This design comes from an exercise in tuning for small area and few clock cycles per item on the open sky130 flow, not from production work.

// stereo_voice_volume_pan_law
module stereo_voice_volume_pan_law (
  input  logic        clk_i,
  input  logic        rst_ni,
  input  logic        in_valid_i,
  output logic        in_ready_o,
  input  logic [6:0]  in_voice_level_i,
  input  logic [6:0]  in_cmd_volume_i,
  input  logic [6:0]  in_cmd_pan_i,
  input  logic [6:0]  in_tone_volume_i,
  input  logic [6:0]  in_tone_pan_i,
  input  logic [6:0]  in_program_volume_i,
  output logic        out_valid_o,
  input  logic        out_ready_i,
  output logic [13:0] out_left_level_o,
  output logic [13:0] out_right_level_o,
  input  logic        cfg_we_i,
  input  logic [1:0]  cfg_idx_i,
  input  logic [6:0]  cfg_data_i
);
==> flow/config.mk <==
export PLATFORM = sky130hd
export DESIGN_NAME = stereo_voice_volume_pan_law
export DESIGN_NICKNAME = stereo_voice_volume_pan_law
export VERILOG_FILES = /design/flow/design.v
export SDC_FILE = /design/flow/constraint.sdc
export NUM_CORES = 4
export LEC_CHECK = 0
export CAP_MARGIN = 20
export CORE_MARGIN = 2
export CORE_UTILIZATION = 40
export CTS_BUF_LIST = sky130_fd_sc_hd__clkbuf_8
export CTS_CLUSTER_DIAMETER = 60
export CTS_CLUSTER_SIZE = 12
export SLEW_MARGIN = 20
export SYNTH_HIERARCHICAL = 1
export SYNTH_MINIMUM_KEEP_SIZE = 0
==> flow/constraint.sdc <==
create_clock -name core_clock -period 7.0 [get_ports {clk_i}]
set_input_delay 1.4000 -clock core_clock [delete_from_list [all_inputs] [get_ports {clk_i}]]
set_output_delay 1.4000 -clock core_clock [all_outputs]
set_load 0.01 [all_outputs]
standard.sh (not shown) runs the stock make flow with config.mk's settings and CLKGATE_MAP_FILE= SYNTH_SCRIPT=/design/flow/synth_recipe.tcl, a recipe that flattens the netlist after the stock synthesis.
==> flow/flow/run.sh <==
#!/bin/bash
# The standard layout (standard.sh, all steps) with two settings of its own:
#  - each port gets a sky130_fd_sc_hd__buf_1 as its buffer (the standard flow
#    picks a larger delay buffer);
#  - clock tree synthesis uses clkbuf_8 leaf clusters of at most 12 sinks and
#    inserts no dummy loads.
# standard.sh's full output goes to standard.log in this folder.
set -euo pipefail
export BUFFER_PORTS_ARGS="-buffer_cell sky130_fd_sc_hd__buf_1"
export CTS_ARGS="-sink_clustering_enable -repair_clock_nets -dont_use_dummy_load -buf_list sky130_fd_sc_hd__clkbuf_8 -sink_clustering_size 12 -sink_clustering_max_diameter 60"
bash standard.sh finish > standard.log 2>&1
The first run ran to the end with no violations.
Rerun with:
--- a/flow/design.v
+++ b/flow/design.v
@@ -175,13 +175,13 @@
   logic t337, t338, t339, t340, t341, t342, t343, t344, t345, t346, t347, t348, t349, t350, t351, t352;
   logic t353, t354, t355, t356, t357, t358, t359, t360, t361, t362, t363, t364, t365, t366, t367, t368;
   logic t369, t370, t371, t372, t373, t374, t375, t376, t377, t378, t379, t380, t381, t382, t383, t384;
   logic t385, t386, t387, t388, t389, t390, t391, t392, t393, t394, t395, t396, t397, t398, t399, t400;
   logic t401, t402, t403, t404, t405, t406, t407, t408, t409, t410, t411, t412, t413, t414, t415, t416;
   logic t417, t418, t419, t420, t421, t422, t423, t424, t425, t426, t427, t428, t429, t430, t431, t432;
-  logic t433, t434, t435, t436, t437, t438;
+  logic t433, t434, t435, t436, t437;
   assign t1 = ~(a[0] & b[0]);
   assign t2 = ~(a[1] & b[0]);
   assign t3 = ~((a[2] & b[0]) | (a[0] & b[2]));
   assign t4 = ~(a[0] & b[3]);
   assign t5 = ~((a[3] & b[0]) | (a[1] & b[2]));
   assign t6 = ~(a[0] & b[4]);
@@ -496,17 +496,16 @@
   svv_maj u_t432 (.a(t388), .b(t389), .c(t431), .y(t432));
   svv_maj u_t433 (.a(t390), .b(t391), .c(t432), .y(t433));
   svv_maj u_t434 (.a(t392), .b(t393), .c(t433), .y(t434));
   svv_maj u_t435 (.a(t394), .b(t395), .c(t434), .y(t435));
   svv_maj u_t436 (.a(t396), .b(t397), .c(t435), .y(t436));
   svv_maj u_t437 (.a(t398), .b(t399), .c(t436), .y(t437));
-  svv_maj u_t438 (.a(t400), .b(t401), .c(t437), .y(t438));
-  wire [14:0] ra = {1'b1, t428, t426, t424, t422, t420, t418, t416, t414, t412, t410, t408, t406, t404, t402};
-  wire [14:0] rb = {1'b1, t168, t427, t425, t423, t421, t419, t417, t415, t413, t411, t409, t407, t405, t403};
-  wire [14:0] sh = ~(ra + rb + {14'd0, t438});
-  assign y = {sh[14], sh[13], sh[12], sh[11], sh[10], sh[9], sh[8], sh[7], sh[6], sh[5], sh[4], sh[3], sh[2], sh[1]};
+  wire [15:0] ra = {1'b1, t428, t426, t424, t422, t420, t418, t416, t414, t412, t410, t408, t406, t404, t402, t400};
+  wire [15:0] rb = {1'b1, t168, t427, t425, t423, t421, t419, t417, t415, t413, t411, t409, t407, t405, t403, t401};
+  wire [15:0] sh = ~(ra + rb + {15'd0, t437});
+  assign y = {sh[15], sh[14], sh[13], sh[12], sh[11], sh[10], sh[9], sh[8], sh[7], sh[6], sh[5], sh[4], sh[3], sh[2]};
 endmodule
 module svv_mul_x (input logic [13:0] a, input logic [13:0] b, output logic [13:0] y);
   logic t1, t2, t3, t4, t5, t6, t7, t8, t9, t10, t11, t12, t13, t14, t15, t16;
   logic t17, t18, t19, t20, t21, t22, t23, t24, t25, t26, t27, t28, t29, t30, t31, t32;
   logic t33, t34, t35, t36, t37, t38, t39, t40, t41, t42, t43, t44, t45, t46, t47, t48;
   logic t49, t50, t51, t52, t53, t54, t55, t56, t57, t58, t59, t60, t61, t62, t63, t64;
=> The changed run finished clean; die area fell by 0.59%; final cell count is lower by 0.70%; utilization falls by 0.23 points; clock-buffer cell count fell by 4; setup slack improves by 130 ps; wire length falls by 0.54%; final area falls by 0.89%; via count shrinks by 0.90%; global-route usage barely changes.
No functional check of the RTL was part of any run of this note.

==> port drivers added, routing unchanged <==
Ports are ideal in the flow. The routed layouts listed here were re-timed in OpenROAD. Step 1 assumes that a clkbuf_16 drives the clock port and a buf_2 every other input. Step 2 times the ports against the registers' clock, not the clock port: input delays grow and output delays shrink by t, the midpoint of the rising clock arrivals with the driver on. Three values: no drivers, after step 1, after step 2; two values: the first two.
| run | t (ns) | slack for setup (ns) | worst register clock-pin slew, ns |
|---|---|---|---|
| the first run | 0.777 | 0.713 / 0.713 / 0.590 | 0.08 / 0.08 |
| the second run | 0.764 | 0.842 / 0.842 / 0.453 | 0.08 / 0.08 |
After both steps every run listed still meets setup and hold. The setup slack of the second run, which loses most, moves by 0.000 ns with the drivers and by -0.389 ns with both steps.
